From an optimization exercise on the open Yosys and OpenROAD flow, aimed at small area; shortcuts taken in it are not production practice.
Only simulation tests tie the RTL to the original design; equivalence was not proved.
Power is estimated from default activity; no workload was simulated.

Setup of the reference run:
## active_list
module active_list (
  input  logic        clk,
  input  logic        rst_n,
  input  logic        add_mapping,    
  input  logic [11:0] alloc_pair,     
  output logic [4:0]  alloc_tag,      
  input  logic        wb_valid,
  input  logic [36:0] wb_result,      
  input  logic        commit_ack,     
  input  logic        flush,
  output logic        commit_valid,
  output logic [37:0] commit,         
  output logic        restore_valid,  
  output logic [11:0] restore_pair,   
  output logic        flush_busy,
  output logic        dq_full         
);
For scale: about 1600 cells after synthesis, ~700 flip-flops, about 0.027 mm² of cells after synthesis.
==> flow/config.mk <==
export PLATFORM = sky130hd
export DESIGN_NAME = active_list
export DESIGN_NICKNAME = active_list
export VERILOG_FILES = /design/flow/design.v
export SDC_FILE = /design/flow/constraint.sdc
export NUM_CORES = 4
export LEC_CHECK = 0
export CAP_MARGIN = 20
export CORE_MARGIN = 2
export CORE_UTILIZATION = 40
export SLEW_MARGIN = 20
==> flow/constraint.sdc <==
create_clock -name core_clock -period 7.5 [get_ports {clk}]
set_input_delay 1.5000 -clock core_clock [delete_from_list [all_inputs] [get_ports {clk}]]
set_output_delay 1.5000 -clock core_clock [all_outputs]
set_load 0.01 [all_outputs]
standard.sh (not shown) runs the stock make flow with config.mk's settings and CLKGATE_MAP_FILE= SYNTH_SCRIPT=/design/flow/synth_recipe.tcl, a recipe that flattens the netlist after the stock synthesis.
==> flow/flow/run.sh <==
#!/bin/bash
# Own flow: the standard layout (standard.sh, unchanged synthesis and
# floorplan), with two knobs of the layout steps changed:
#  - port buffers use the smallest buffer, sky130_fd_sc_hd__buf_1
#  - clock tree synthesis inserts no dummy loads and builds from small
#    clock buffers
# Every tool's output goes to the ORFS step logs under orfs/logs/ and the
# whole make output to standard.log in this folder.
set -euo pipefail
export BUFFER_PORTS_ARGS="-buffer_cell sky130_fd_sc_hd__buf_1"
export CTS_ARGS="-sink_clustering_enable -repair_clock_nets -dont_use_dummy_load -buf_list {sky130_fd_sc_hd__clkbuf_4 sky130_fd_sc_hd__clkbuf_8}"
bash standard.sh > standard.log 2>&1
--- input diff the reference run..the trial run ---
==> flow/run.sh (new file) <==
#!/bin/bash
# synth_recipe.tcl (not shown) runs the flow's synth.tcl, then flattens the netlist and writes it again
# the make line also repeats each setting of config.mk as NAME=value (left out here)
make -C /OpenROAD-flow-scripts/flow DESIGN_CONFIG=/design/flow/config.mk WORK_HOME=/design/flow/orfs CLKGATE_MAP_FILE= SYNTH_SCRIPT=/design/flow/synth_recipe.tcl finish
removed: flow/flow/run.sh
removed: flow/standard.sh
Findings:
Between the trial run and the reference run, the met2 track demand over resource is higher for the trial run.
The trial run against the reference run; power is up by more than 10%.
The trial run ended up with a lower number of buffers created by CTS than the reference run did.
Met1 track utilization from global routing, the trial run and the reference run: higher on the trial run
Clock skew improves in the trial run relative to the reference run.
Worst hold slack: the trial run vs the reference run — no meaningful difference
For the reference run, the slowest cell on the critical path was a21o_1, unlike the trial run, where it was a21oi_2.
Per the comparison of the trial run with the reference run, largest vdd supply drop grew by 39%; design area picked up an extra 0.0018 mm².
From the reference run to the trial run the numbers moved as follows: minimum clock period has increased; slack of the worst reg-to-reg path has decreased.
restore_pair[4] as the capture point of the worst path was reported by the trial run, and commit[34] by the reference run.

---

active_list, a different RTL version from the one above (not shown whole).
Size in the first run: about 1400 cells after synthesis, about 700 flip-flops, about 110 I/O pins, about 26000 µm² of cells after synthesis.
==> flow/config.mk <==
export PLATFORM = sky130hd
export DESIGN_NAME = active_list
export DESIGN_NICKNAME = active_list
export VERILOG_FILES = /design/flow/design.v
export SDC_FILE = /design/flow/constraint.sdc
export NUM_CORES = 4
export LEC_CHECK = 0
export CAP_MARGIN = 0
export CORE_MARGIN = 2
export CORE_UTILIZATION = 70
export GPL_TIMING_DRIVEN = 0
export SLEW_MARGIN = 0
==> flow/constraint.sdc <==
create_clock -name core_clock -period 7.5 [get_ports {clk}]
set_input_delay 1.5000 -clock core_clock [delete_from_list [all_inputs] [get_ports {clk}]]
set_output_delay 1.5000 -clock core_clock [all_outputs]
set_load 0.01 [all_outputs]
==> flow/flow/run.sh <==
#!/bin/bash
# Own flow: the standard layout (standard.sh), with these changes:
#  - synthesis is the standard one except for the ABC script that maps the
#    combinational logic, which is flow/abc_area_map.script (area recovery
#    with &nf -R instead of the delay-driven default); registers, their
#    names and cell types are untouched, since dfflibmap runs before ABC
#  - port buffers use the smallest buffer, sky130_fd_sc_hd__buf_1
#  - clock tree synthesis clusters up to 16 flip-flops within 60 um under
#    each clkbuf_8 and inserts no dummy loads
# Each ORFS step writes its tool's full output to orfs/logs/; the whole
# make output also goes to standard.log in this folder.
set -euo pipefail
here=$(pwd)
rm -rf "$here/scripts_own"
cp -r "$FLOW_HOME/scripts" "$here/scripts_own"
cp "$here/flow/abc_area_map.script" "$here/scripts_own/abc_speed.script"
export SCRIPTS_DIR="$here/scripts_own"
export BUFFER_PORTS_ARGS="-buffer_cell sky130_fd_sc_hd__buf_1"
export CTS_ARGS="-sink_clustering_enable -repair_clock_nets -dont_use_dummy_load -sink_clustering_size 16 -sink_clustering_max_diameter 60 -buf_list {sky130_fd_sc_hd__clkbuf_8}"
bash standard.sh > standard.log 2>&1
==> flow/flow/abc_area_map.script <==
&get -n
&st
&syn3
&dch -f
&nf -R 2000 -p
&st
&syn3
&dch -f
&nf -R 2000 -p
&put
topo
dnsize -c
The baseline completed without violations.
==> next run, changes <==
- CORE_UTILIZATION: 70 -> 60
- GPL_TIMING_DRIVEN: 0 -> default
- PLACE_DENSITY: default -> 0.8
After rerunning: Fmax came out higher by 4.1%; count of clock-buffer cells in the layout is unchanged; critical path depth fell by 1.
==> next run, changes <==
==> flow/flow/run.sh (replaced) <==
#!/bin/bash
# Own flow: the standard layout (standard.sh: unchanged synthesis,
# floorplan, placement and routing), with two knobs of the layout steps set:
#  - port buffers use the smallest buffer, sky130_fd_sc_hd__buf_1
#  - clock tree synthesis clusters up to 16 flip-flops within 60 um under
#    each clkbuf_8 and inserts no dummy loads
# Each ORFS step writes its tool's full output to orfs/logs/; the whole
# make output also goes to standard.log in this folder.
set -euo pipefail
export BUFFER_PORTS_ARGS="-buffer_cell sky130_fd_sc_hd__buf_1"
export CTS_ARGS="-sink_clustering_enable -repair_clock_nets -dont_use_dummy_load -sink_clustering_size 16 -sink_clustering_max_diameter 60 -buf_list {sky130_fd_sc_hd__clkbuf_8}"
bash standard.sh > standard.log 2>&1
- CORE_UTILIZATION: 60 -> 75
- PLACE_DENSITY: 0.8 -> default
removed: flow/flow/abc_area_map.script
Effect: The new run ran to the end with no violations; design area climbs by 3.7%; area after synthesis rises by 6.4%; sequential power rises by about 0.9%; non-clock buffer count came out higher by 11.

---

Setup of indigo:
Starting RTL as in the previous note.
clock: 7.5 ns
lec_check: 0
cap_margin: 0
core_margin: 2
core_utilization: 65
gpl_timing_driven: 0
slew_margin: 0
==> flow/flow/run.sh <==
#!/bin/bash
# Own flow: the standard layout (standard.sh: unchanged synthesis,
# floorplan, placement and routing), with two knobs of the layout steps set:
#  - port buffers use the smallest buffer, sky130_fd_sc_hd__buf_1
#  - clock tree synthesis clusters up to 16 flip-flops within 60 um under
#    each clkbuf_8 and inserts no dummy loads
# Each ORFS step writes its tool's full output to orfs/logs/; the whole
# make output also goes to standard.log in this folder.
set -euo pipefail
export BUFFER_PORTS_ARGS="-buffer_cell sky130_fd_sc_hd__buf_1"
export CTS_ARGS="-sink_clustering_enable -repair_clock_nets -dont_use_dummy_load -sink_clustering_size 16 -sink_clustering_max_diameter 60 -buf_list {sky130_fd_sc_hd__clkbuf_8}"
bash standard.sh > standard.log 2>&1
indigo reached the final stage; the timing, DRC and antenna checks on its layout passed.
Changes in harbor relative to indigo:
Settings: changing CORE_UTILIZATION from 65 to 70; setting PLACE_DENSITY to 0.85 for the first time; removing GPL_TIMING_DRIVEN (formerly 0).
==> flow/flow/run.sh <==
#!/bin/bash
# Own flow: the standard layout (standard.sh), with these changes:
#  - synthesis is the standard one except for the ABC script that maps the
#    combinational logic, which is flow/abc_area_map.script (area recovery
#    with &nf -R instead of the delay-driven default); registers, their
#    names and cell types are untouched, since dfflibmap runs before ABC
#  - port buffers use the smallest buffer, sky130_fd_sc_hd__buf_1
#  - clock tree synthesis clusters up to 12 flip-flops within 40 um under
#    each clkbuf_4 and inserts no dummy loads
# Each ORFS step writes its tool's full output to orfs/logs/; the whole
# make output also goes to standard.log in this folder.
set -euo pipefail
here=$(pwd)
rm -rf "$here/scripts_own"
cp -r "$FLOW_HOME/scripts" "$here/scripts_own"
cp "$here/flow/abc_area_map.script" "$here/scripts_own/abc_speed.script"
export SCRIPTS_DIR="$here/scripts_own"
export BUFFER_PORTS_ARGS="-buffer_cell sky130_fd_sc_hd__buf_1"
export CTS_ARGS="-sink_clustering_enable -repair_clock_nets -dont_use_dummy_load -sink_clustering_size 12 -sink_clustering_max_diameter 40 -buf_list {sky130_fd_sc_hd__clkbuf_4}"
bash standard.sh > standard.log 2>&1
==> flow/flow/abc_area_map.script (new file) <==
&get -n
&st
&syn3
&dch -f
&nf -R 2000 -p
&st
&syn3
&dch -f
&nf -R 2000 -p
&put
topo
dnsize -c
==> comparison <==
The critical path depth number comes out higher for indigo vs harbor. The estimated power of harbor ends up lower than the estimate for indigo. indigo → harbor: number of tap instances shrank by 64; sequential fraction of design power grew by 11 points; worst-case setup slack after placement grew by 650 ps. harbor reached the end of the flow, and the finished layout is clean on the timing, DRC and antenna checks. The run with more setup slack is harbor; indigo has less. On switching power total, indigo loses to harbor. Taking harbor over indigo, the total non-filler cell area in the finished layout ratio works out to 0.939. harbor ends up with a wire length on met3 that is 26% higher than in indigo. In the final design statistics, harbor uses fewer standard cells in total than indigo.
Relative to harbor, the following input files were edited for zinc:
Settings: PLACE_DENSITY removed (was 0.85).
diff --git a/flow/flow/run.sh b/flow/flow/run.sh
--- a/flow/flow/run.sh
+++ b/flow/flow/run.sh
@@ -8,2 +8,2 @@
-#  - clock tree synthesis clusters up to 12 flip-flops within 40 um under
-#    each clkbuf_4 and inserts no dummy loads
+#  - clock tree synthesis clusters up to 16 flip-flops within 60 um under
+#    each clkbuf_8 and inserts no dummy loads
@@ -19 +19 @@
-export CTS_ARGS="-sink_clustering_enable -repair_clock_nets -dont_use_dummy_load -sink_clustering_size 12 -sink_clustering_max_diameter 40 -buf_list {sky130_fd_sc_hd__clkbuf_4}"
+export CTS_ARGS="-sink_clustering_enable -repair_clock_nets -dont_use_dummy_load -sink_clustering_size 16 -sink_clustering_max_diameter 60 -buf_list {sky130_fd_sc_hd__clkbuf_8}"
## What came out
zinc: done, clean on timing, DRC and antenna. Summary — net count of the finished layout, zinc relative to harbor: lower, by 6. On zinc: relative contribution of the clock network to total power is 1.3 points higher than what harbor gave. Against harbor, zinc reports a clock group total power that is higher. On zinc: total chip power is about 2% higher than what harbor gave. Design area, zinc vs harbor: up slightly. NOTE: post-detailed-placement cell area in zinc exceeds that of harbor. Final clock period utilization by the worst path sits lower in zinc than in harbor.
--- input diff zinc..xenon ---
Settings: SLEW_MARGIN changed from 0 to 20; CORE_UTILIZATION changed from 70 to 65; CAP_MARGIN changed from 0 to 20.
==> flow/flow/abc_area_map.script <==
&get -n
&st
&syn2
&dch -f
&nf -R 1000
&st
&syn2
&dch -f
&nf -R 1000
&st
&synch2
&nf -R 1000
&put
topo
dnsize -c
Findings:
Relative to zinc, power density over the cells has gone up in xenon.
When the final numbers for xenon and zinc were put side by side, the signal arrival time at the worst endpoint turned out to be smaller in zinc.
xenon vs zinc: wire length per cell after detailed routing up
Relative to zinc, final period utilization has increased by 8.2 points in xenon.
Against zinc, the final cell area of xenon is higher.
In the reports for xenon and zinc, the smaller final weighted congestion of routability-driven global placement belongs to xenon.
Sort xenon and zinc by worst setup slack asc -> top: xenon
Delta (xenon minus zinc): net switching power went up about 40%; clock group share of total power now sits lower; proportion of cell area occupied by registers dropped 1.4 points; synthesis-to-layout area growth went up by 0.52 points.

---

Starting RTL as in the previous note.
==> flow/config.mk <==
export PLATFORM = sky130hd
export DESIGN_NAME = active_list
export DESIGN_NICKNAME = active_list
export VERILOG_FILES = /design/flow/design.v
export SDC_FILE = /design/flow/constraint.sdc
export NUM_CORES = 4
export LEC_CHECK = 0
export CAP_MARGIN = 20
export CORE_MARGIN = 2
export CORE_UTILIZATION = 65
export SLEW_MARGIN = 20
==> flow/constraint.sdc <==
create_clock -name core_clock -period 7.5 [get_ports {clk}]
set_input_delay 1.5000 -clock core_clock [delete_from_list [all_inputs] [get_ports {clk}]]
set_output_delay 1.5000 -clock core_clock [all_outputs]
set_load 0.01 [all_outputs]
==> flow/flow/run.sh <==
#!/bin/bash
# Own flow: the standard layout (standard.sh: unchanged synthesis,
# floorplan, placement and routing), with two knobs of the layout steps set:
#  - port buffers use the smallest buffer, sky130_fd_sc_hd__buf_1
#  - clock tree synthesis clusters up to 16 flip-flops within 60 um under
#    each clkbuf_8 and inserts no dummy loads
# Each ORFS step writes its tool's full output to orfs/logs/; the whole
# make output also goes to standard.log in this folder.
set -euo pipefail
export BUFFER_PORTS_ARGS="-buffer_cell sky130_fd_sc_hd__buf_1"
export CTS_ARGS="-sink_clustering_enable -repair_clock_nets -dont_use_dummy_load -sink_clustering_size 16 -sink_clustering_max_diameter 60 -buf_list {sky130_fd_sc_hd__clkbuf_8}"
bash standard.sh > standard.log 2>&1
The starting point finished with timing, DRC and antenna clean.
Rerun with:
--- a/flow/flow/run.sh
+++ b/flow/flow/run.sh
@@ -2,2 +2,5 @@
-# Own flow: the standard layout (standard.sh: unchanged synthesis,
-# floorplan, placement and routing), with two knobs of the layout steps set:
+# Own flow: the standard layout (standard.sh), with these changes:
+#  - synthesis is the standard one except for the ABC script that maps the
+#    combinational logic, which is flow/abc_area_map.script (area recovery
+#    with &nf -R instead of the delay-driven default); registers, their
+#    names and cell types are untouched, since dfflibmap runs before ABC
@@ -9,0 +13,5 @@
+here=$(pwd)
+rm -rf "$here/scripts_own"
+cp -r "$FLOW_HOME/scripts" "$here/scripts_own"
+cp "$here/flow/abc_area_map.script" "$here/scripts_own/abc_speed.script"
+export SCRIPTS_DIR="$here/scripts_own"
==> flow/flow/abc_area_map.script (new file) <==
&get -n
&st
&syn3
&dch -f
&nf -R 2000 -p
&st
&syn3
&dch -f
&nf -R 2000 -p
&put
topo
dnsize -c
--- a/flow/config.mk
+++ b/flow/config.mk
@@ -8 +8 @@
-export CAP_MARGIN = 20
+export CAP_MARGIN = 0
@@ -10,2 +10,3 @@
-export CORE_UTILIZATION = 65
-export SLEW_MARGIN = 20
+export CORE_UTILIZATION = 70
+export PLACE_DENSITY = 0.85
+export SLEW_MARGIN = 0
The changed run completed with no timing, DRC or antenna violations.
Flip-flop and latch count is unchanged.
Register-to-register slack gets worse by 0.13 ns.
Via count falls by 5.4%.
Maximum frequency rises by 6.3%.
Sequential power hardly moves.
Final cell count falls by about 10%.

---

lane 1:
The RTL this note starts from:
==> flow/design.v <==
`timescale 1ns/10ps
package active_list_pkg;
  typedef logic [$clog2(32)-1:0] al_index_t;
  typedef logic [$clog2(8)-1:0] dq_index_t;  
  typedef logic [6-1:0] reg_addr_t;  
  typedef logic [32-1:0] data_t;  
  typedef struct packed {
    reg_addr_t logical;   
    reg_addr_t physical;  
  } map_pair_t;
  typedef struct packed {
    al_index_t tag;   
    data_t     data;
  } wb_result_t;
  typedef struct packed {
    reg_addr_t physical;  
    data_t     data;      
  } commit_t;
endpackage
`timescale 1ns/10ps
module active_list (
  input  logic        clk,
  input  logic        rst_n,
  input  logic        add_mapping,    
  input  logic [11:0] alloc_pair,     
  output logic [4:0]  alloc_tag,      
  input  logic        wb_valid,
  input  logic [36:0] wb_result,      
  input  logic        commit_ack,     
  input  logic        flush,
  output logic        commit_valid,
  output logic [37:0] commit,         
  output logic        restore_valid,  
  output logic [11:0] restore_pair,   
  output logic        flush_busy,
  output logic        dq_full         
);
  localparam int AW = $clog2(32);
  localparam int PW = 2 * 6;
  localparam int DW = 32;
  localparam int NS = 8;
  active_list_pkg::wb_result_t wb_res;
  assign wb_res = active_list_pkg::wb_result_t'(wb_result);
  logic [PW-1:0]        pair_mem [32];  
  logic [AW:0]          head;                  
  logic [AW:0]          tail;                  
  logic                 walking;               
  logic                 list_empty;
  logic                 alloc_accept;
  logic                 wb_write;
  logic                 retire;
  logic                 walk_step;
  logic [AW-1:0]        rd_index;              
  logic [PW-1:0]        rd_pair;
  logic [DW-1:0]        slot_data [NS];        
  logic [AW-1:0]        slot_tag  [NS];        
  logic [NS-1:0]        slot_busy;             
  logic [NS-1:0]        slot_free;             
  logic [NS-1:0]        hit;                   
  logic [DW-1:0]        head_data;
  assign list_empty   = (head == tail);
  assign dq_full      = &slot_busy;
  assign flush_busy   = walking;
  assign alloc_accept = add_mapping && !walking;
  assign wb_write     = wb_valid && !walking && !dq_full;
  assign walk_step    = walking && !list_empty;
  assign alloc_tag     = tail[AW-1:0];
  assign restore_valid = walk_step;
  always_comb begin
    head_data = '0;
    for (int i = 0; i < NS; i++) begin
      hit[i]    = slot_busy[i] && (slot_tag[i] == head[AW-1:0]);
      head_data = head_data | ({DW{hit[i]}} & slot_data[i]);
    end
  end
  assign commit_valid = !list_empty && !walking && (|hit);
  assign retire       = commit_ack && commit_valid;
  assign rd_index = walking ? (tail[AW-1:0] - 1'b1) : head[AW-1:0];
  always_comb begin
    rd_pair = '0;
    for (int i = 0; i < 32; i++) begin
      rd_pair = rd_pair | ({PW{rd_index == AW'(i)}} & pair_mem[i]);
    end
  end
  assign restore_pair = rd_pair;
  assign commit       = {rd_pair[6-1:0], head_data};
  always_comb begin
    logic below_busy;
    below_busy = 1'b1;
    for (int i = 0; i < NS; i++) begin
      slot_free[i] = below_busy && !slot_busy[i];
      below_busy   = below_busy && slot_busy[i];
    end
  end
  always_ff @(posedge clk or negedge rst_n) begin
    if (!rst_n) begin
      head      <= '0;
      tail      <= '0;
      walking   <= 1'b0;
      slot_busy <= '0;
    end else begin
      if (retire) begin
        head <= head + 1'b1;
      end
      if (walk_step) begin
        tail <= tail - 1'b1;
      end else if (alloc_accept) begin
        tail <= tail + 1'b1;
      end
      if (!walking) begin
        walking <= flush;
      end else if (list_empty) begin
        walking <= 1'b0;
      end
      if (flush && !walking) begin
        slot_busy <= '0;  
      end else begin
        for (int i = 0; i < NS; i++) begin
          if (wb_write && slot_free[i]) begin
            slot_busy[i] <= 1'b1;
          end else if (retire && hit[i]) begin
            slot_busy[i] <= 1'b0;
          end
        end
      end
    end
  end
  always_ff @(posedge clk) begin
    if (alloc_accept) begin
      pair_mem[tail[AW-1:0]] <= alloc_pair;
    end
    for (int i = 0; i < NS; i++) begin
      if (wb_write && slot_free[i]) begin
        slot_data[i] <= wb_res.data;
        slot_tag[i]  <= wb_res.tag;
      end
    end
  end
endmodule
clock: 7.5 ns
lec_check: 0
cap_margin: 0
core_margin: 2
core_utilization: 70
place_density: 0.95
slew_margin: 0
==> flow/flow/run.sh <==
#!/bin/bash
# Own flow: the standard layout (standard.sh), with these changes:
#  - synthesis is the standard one except for the ABC script that maps the
#    combinational logic, which is flow/abc_area_map.script (area recovery
#    with &nf -R instead of the delay-driven default); registers, their
#    names and cell types are untouched, since dfflibmap runs before ABC
#  - port buffers use the smallest buffer, sky130_fd_sc_hd__buf_1
#  - clock tree synthesis clusters up to 16 flip-flops within 60 um under
#    each clkbuf_8 and inserts no dummy loads
# Each ORFS step writes its tool's full output to orfs/logs/; the whole
# make output also goes to standard.log in this folder.
set -euo pipefail
here=$(pwd)
rm -rf "$here/scripts_own"
cp -r "$FLOW_HOME/scripts" "$here/scripts_own"
cp "$here/flow/abc_area_map.script" "$here/scripts_own/abc_speed.script"
export SCRIPTS_DIR="$here/scripts_own"
export BUFFER_PORTS_ARGS="-buffer_cell sky130_fd_sc_hd__buf_1"
export CTS_ARGS="-sink_clustering_enable -repair_clock_nets -dont_use_dummy_load -sink_clustering_size 16 -sink_clustering_max_diameter 60 -buf_list {sky130_fd_sc_hd__clkbuf_8}"
bash standard.sh > standard.log 2>&1
==> flow/flow/abc_area_map.script <==
&get -n
&st
&syn3
&dch -f
&nf -R 2000 -p
&st
&syn3
&dch -f
&nf -R 2000 -p
&put
topo
dnsize -c
Setup changes, lane 1 to lane 2
- PLACE_DENSITY: 0.95 -> 0.9
- CORE_UTILIZATION: 70 -> 78
==> comparison <==
The lower final standard cell area without fillers came out of lane 2.
Changes observed in lane 2 relative to lane 1: core region area went down by 11%, overall die height saw a decrease.

## separate check: timing with driven ports
The results above use ideal ports. As a check the final layouts listed here were re-extracted and re-timed, cells and wires unchanged.
Step 1, drivers: a clkbuf_16 drives clk and a buf_2 each remaining input, both assumed.
Step 2 adds t to the input delays and takes it off the output delays; t is the mean of the earliest and latest rising clock arrival at the registers after step 1. Input paths then give back, and output paths get back, about the clock's delay inside the block.
Slacks: ideal / step 1 / step 2; pairs: ideal / step 1.
run | t, ns | setup WS [ns] | slew at the worst register clock pin (ns) | worst data-port slew with drivers (ns) | cell pins on the clock port's net
the reference run | 0.715 | 1.208 / 1.149 / 1.864 | 0.06 / 0.06 | 0.09 | 1
the trial run | 0.673 | 1.018 / 0.956 / 1.628 | 0.06 / 0.06 | 0.08 | 1
the first run of note 2 | 0.677 | 1.300 / 1.250 / 1.927 | 0.10 / 0.10 | 0.08 | 1
the second run of note 2 | 0.681 | 1.543 / 1.490 / 2.171 | 0.10 / 0.10 | 0.08 | 1
the third run of note 2 | 0.701 | 0.738 / 0.684 / 1.385 | 0.10 / 0.10 | 0.10 | 1
indigo | 0.706 | 0.832 / 0.775 / 1.481 | 0.10 / 0.10 | 0.09 | 1
harbor | 0.824 | 1.289 / 1.235 / 2.059 | 0.12 / 0.12 | 0.08 | 1
zinc | 0.688 | 1.496 / 1.444 / 2.131 | 0.10 / 0.10 | 0.09 | 1
xenon | 0.693 | 0.883 / 0.829 / 1.522 | 0.10 / 0.10 | 0.08 | 1
the first run of note 4 | 0.716 | 0.992 / 0.937 / 1.653 | 0.10 / 0.10 | 0.08 | 1
the second run of note 4 | 0.691 | 1.378 / 1.327 / 2.018 | 0.10 / 0.10 | 0.09 | 1
lane 1 | 0.699 | 1.198 / 1.150 / 1.848 | 0.11 / 0.11 | 0.11 | 1
lane 2 | 0.652 | 1.404 / 1.352 / 2.004 | 0.10 / 0.10 | 0.08 | 1
After both steps every run listed still meets setup and hold.
